Background: an optimization exercise with open tools, aiming at small area, a short achievable clock period and few clock cycles. Do not read the settings as production practice. Function was checked by simulation only, so behaviour that the tests miss may differ from the original. Power and IR drop assume default switching activity.

Design graph_depth_first_search_core, start of the top module:
module graph_depth_first_search_core (
   input  wire logic                clock,
   input  wire logic                reset,
   input  wire logic                req_valid,
   output      logic                req_ready,
   input  wire logic [OP_W-1:0]     req_opcode,
   input  wire logic [VERTEX_W-1:0] req_vertex_a,
   input  wire logic [VERTEX_W-1:0] req_vertex_b,
   output      logic                rsp_valid,
   input  wire logic                rsp_ready,
   output      logic [VERTEX_W-1:0] rsp_vertex_out,
   output      logic                rsp_last_of_run,
   output      logic [STATUS_W-1:0] rsp_status,
   input  wire logic                csr_valid,
   output      logic                csr_ready,
   input  wire logic [CFG_W-1:0]    csr_vertex_count
);
Size in the first run: ~3900 cells after synthesis.
Settings: LEC_CHECK=0, ABC_AREA=1, CAP_MARGIN=20, CORE_MARGIN=2, CORE_UTILIZATION=40, CTS_CLUSTER_DIAMETER=100, CTS_CLUSTER_SIZE=30, SETUP_SLACK_MARGIN=5, SLEW_MARGIN=20, TNS_END_PERCENT=100; clock period 10.0 ns.
standard.sh (not shown) runs the stock make flow with config.mk's settings and CLKGATE_MAP_FILE= SYNTH_SCRIPT=/design/flow/synth_recipe.tcl, a recipe that flattens the netlist after the stock synthesis.
==> flow/flow/run.sh <==
#!/bin/bash
set -euo pipefail
sed 's/"\${@:-finish}"/SETUP_SLACK_MARGIN=6 "${@:-finish}"/' standard.sh > standard_margin.sh
grep -q 'SETUP_SLACK_MARGIN=6' standard_margin.sh
bash standard_margin.sh > layout.log 2>&1
Testbench counts at the start, summed over its fixed seeds: cycles 12,069.
Change:
==> flow/run.sh (new file) <==
#!/bin/bash
# synth_recipe.tcl (not shown) runs the flow's synth.tcl, then flattens the netlist and writes it again
# the make line also repeats each setting of config.mk as NAME=value (left out here)
make -C /OpenROAD-flow-scripts/flow DESIGN_CONFIG=/design/flow/config.mk WORK_HOME=/design/flow/orfs CLKGATE_MAP_FILE= SYNTH_SCRIPT=/design/flow/synth_recipe.tcl finish
Settings changed: CORE_UTILIZATION 40 to 30, CTS_CLUSTER_SIZE 30 to 20.
removed: flow/flow/run.sh
removed: flow/standard.sh
Worst setup slack got worse by 0.25 ns; clock power grows by about 7%; sequential cell count stays the same; critical path depth shrinks by 2; global-route usage shrinks by 8.8 points; sequential power barely changes; via count shrinks by 6.6%; area after synthesis is unchanged; clock skew shrinks by 0.0091 ns; final area shrinks by 10%; wire length shrinks by 10%.
Change:
Settings changed: CORE_UTILIZATION 30 to 40, SETUP_SLACK_MARGIN 5 to 4.5.
The changed run passed the timing, DRC and antenna checks.
Register-to-register slack loses 0.42 ns.
Total power fell by 2.3%.
Maximum frequency decreases by 7.9%.
Routed wire length went down by 1.9%.
Cell area shrinks by 3.2%.
Worst hold slack improves by 0.021 ns.
Via count drops by 0.61%.
Non-clock buffer count drops by 43.
Clock power went down by about 2%.

graph_depth_first_search_core, a different RTL version from the one above (not shown whole).
Size in the first run: ~4000 cells after synthesis, ~760 flip-flops, about 30 I/O pins, about 38000 um2 of cells after synthesis.
// graph_depth_first_search_core
module graph_depth_first_search_core (
   input  wire logic                clock,
   input  wire logic                reset,
   input  wire logic                req_valid,
   output      logic                req_ready,
   input  wire logic [OP_W-1:0]     req_opcode,
   input  wire logic [VERTEX_W-1:0] req_vertex_a,
   input  wire logic [VERTEX_W-1:0] req_vertex_b,
   output      logic                rsp_valid,
   input  wire logic                rsp_ready,
   output      logic [VERTEX_W-1:0] rsp_vertex_out,
   output      logic                rsp_last_of_run,
   output      logic [STATUS_W-1:0] rsp_status,
   input  wire logic                csr_valid,
   output      logic                csr_ready,
   input  wire logic [CFG_W-1:0]    csr_vertex_count
);
==> flow/config.mk <==
export PLATFORM = sky130hd
export DESIGN_NAME = graph_depth_first_search_core
export DESIGN_NICKNAME = graph_depth_first_search_core
export VERILOG_FILES = /design/flow/design.v
export SDC_FILE = /design/flow/constraint.sdc
export NUM_CORES = 4
export LEC_CHECK = 0
export ABC_AREA = 1
export CAP_MARGIN = 20
export CORE_MARGIN = 2
export CORE_UTILIZATION = 55
export SETUP_SLACK_MARGIN = 5
export SLEW_MARGIN = 20
export TNS_END_PERCENT = 100
==> flow/constraint.sdc <==
create_clock -name core_clock -period 10.0 [get_ports {clock}]
set_input_delay 2.0000 -clock core_clock [delete_from_list [all_inputs] [get_ports {clock}]]
set_output_delay 2.0000 -clock core_clock [all_outputs]
set_load 0.01 [all_outputs]
run.sh (not shown) runs the stock make flow with config.mk's settings and CLKGATE_MAP_FILE= SYNTH_SCRIPT=/design/flow/synth_recipe.tcl, a recipe that flattens the netlist after the stock synthesis.
Stock flow here: none of the scripts above is used.
The baseline completed with no timing, DRC or antenna violations.
Testbench counts at the start, summed over its fixed seeds: cycles 12,998.
Then changed:
CORE_UTILIZATION = 35   (was 55)
Outcome: Total power shrinks by 0.96%; design area grows by about 1.2%; clock-buffer cell count grows by 7.

RTL: one of the versions met above, not the one the previous note started from.
For scale: roughly 3900 cells after synthesis, about 750 flip-flops, about 30 I/O pins.
export LEC_CHECK = 0
export ABC_AREA = 1
export CAP_MARGIN = 20
export CORE_MARGIN = 2
export CORE_UTILIZATION = 40
export CTS_CLUSTER_DIAMETER = 100
export CTS_CLUSTER_SIZE = 30
export SETUP_SLACK_MARGIN = 5
export SLEW_MARGIN = 20
export TNS_END_PERCENT = 20
create_clock -name core_clock -period 10.0 [get_ports {clock}]
The starting point produced a clean layout.
Testbench counts at the start, summed over its fixed seeds: cycles 12,069.
==> next run, changes <==
ABC_AREA = default   (was 1)
CTS_CLUSTER_SIZE = 20   (was 30)
TNS_END_PERCENT = 100   (was 20)
Effect:
- The new run finished clean
- critical path depth went down by 1
- fmax drops by 11%
- wire length climbs by 4.3%
==> next run, changes <==
ABC_AREA = 1   (was default)
CTS_CLUSTER_DIAMETER = 150   (was 100)
CTS_CLUSTER_SIZE = 25   (was 20)
Result: Via count is higher by a few percent; global-route usage drops by 0.99 points; design area is lower by a few percent; worst hold slack improved by 0.043 ns; clock power shrinks by a little under a tenth; area after synthesis increases slightly; critical path depth goes down by 4; total power climbs by roughly a tenth; first-iteration DRC count shrinks slightly; core utilization goes down by 2.5 points.

graph_depth_first_search_core again, from the RTL that the note above started with.
make LEC_CHECK=0 ABC_AREA=1 CAP_MARGIN=20 CORE_MARGIN=2 CORE_UTILIZATION=40 CTS_CLUSTER_DIAMETER=100 CTS_CLUSTER_SIZE=20 SETUP_SLACK_MARGIN=5 SLEW_MARGIN=20 TNS_END_PERCENT=100 finish   # period 10.0 ns
Testbench counts at the start, summed over its fixed seeds: cycles 12,069.
==> next run, changes <==
CTS_CLUSTER_SIZE = 30   (was 20)
The changed run finished clean.
Total power fell by about 1.7%.
Global-route usage is about the same.
Via count went down by 0.83%.
Count of clock-buffer cells in the layout shrinks by 24.

[re-timing with driven ports]
Ports are ideal in the flow. The routed layouts listed here were re-timed in OpenROAD. Step 1: set_driving_cell puts a clkbuf_16 on clock and a buf_2 on each other input, an assumption about the parent block. Step 2 moves the port delays by t, midway between the first and last clock arrival at a register: inputs arrive t later, outputs are due t later. That takes back most of the time a late clock gives input paths. Three values: ideal ports, drivers, drivers and shift; two values: the first two.
run	shift t [ns]	setup slack, ns	worst register clock-pin slew, ns
the first run of note 1	0.680	5.387 / 5.387 / 5.134	0.12 / 0.12
the second run of note 1	0.713	5.140 / 5.140 / 4.738	0.11 / 0.11
the third run of note 1	0.696	4.723 / 4.723 / 4.723	0.10 / 0.10
the first run of note 2	0.704	5.092 / 5.092 / 5.092	0.07 / 0.07
the second run of note 2	0.700	5.192 / 5.192 / 5.190	0.07 / 0.07
the first run of note 3	0.682	5.083 / 5.083 / 4.864	0.12 / 0.12
the second run of note 3	0.670	4.483 / 4.483 / 4.306	0.10 / 0.10
the third run of note 3	0.674	5.113 / 5.113 / 4.856	0.11 / 0.11
the first run of note 4	0.704	5.163 / 5.163 / 4.710	0.10 / 0.10
the second run of note 4	0.678	5.104 / 5.104 / 4.869	0.12 / 0.12
After both steps every run listed still meets setup and hold. The setup slack of the first run of note 4, which loses most, moves by 0.000 ns with the drivers and by -0.453 ns with both steps.
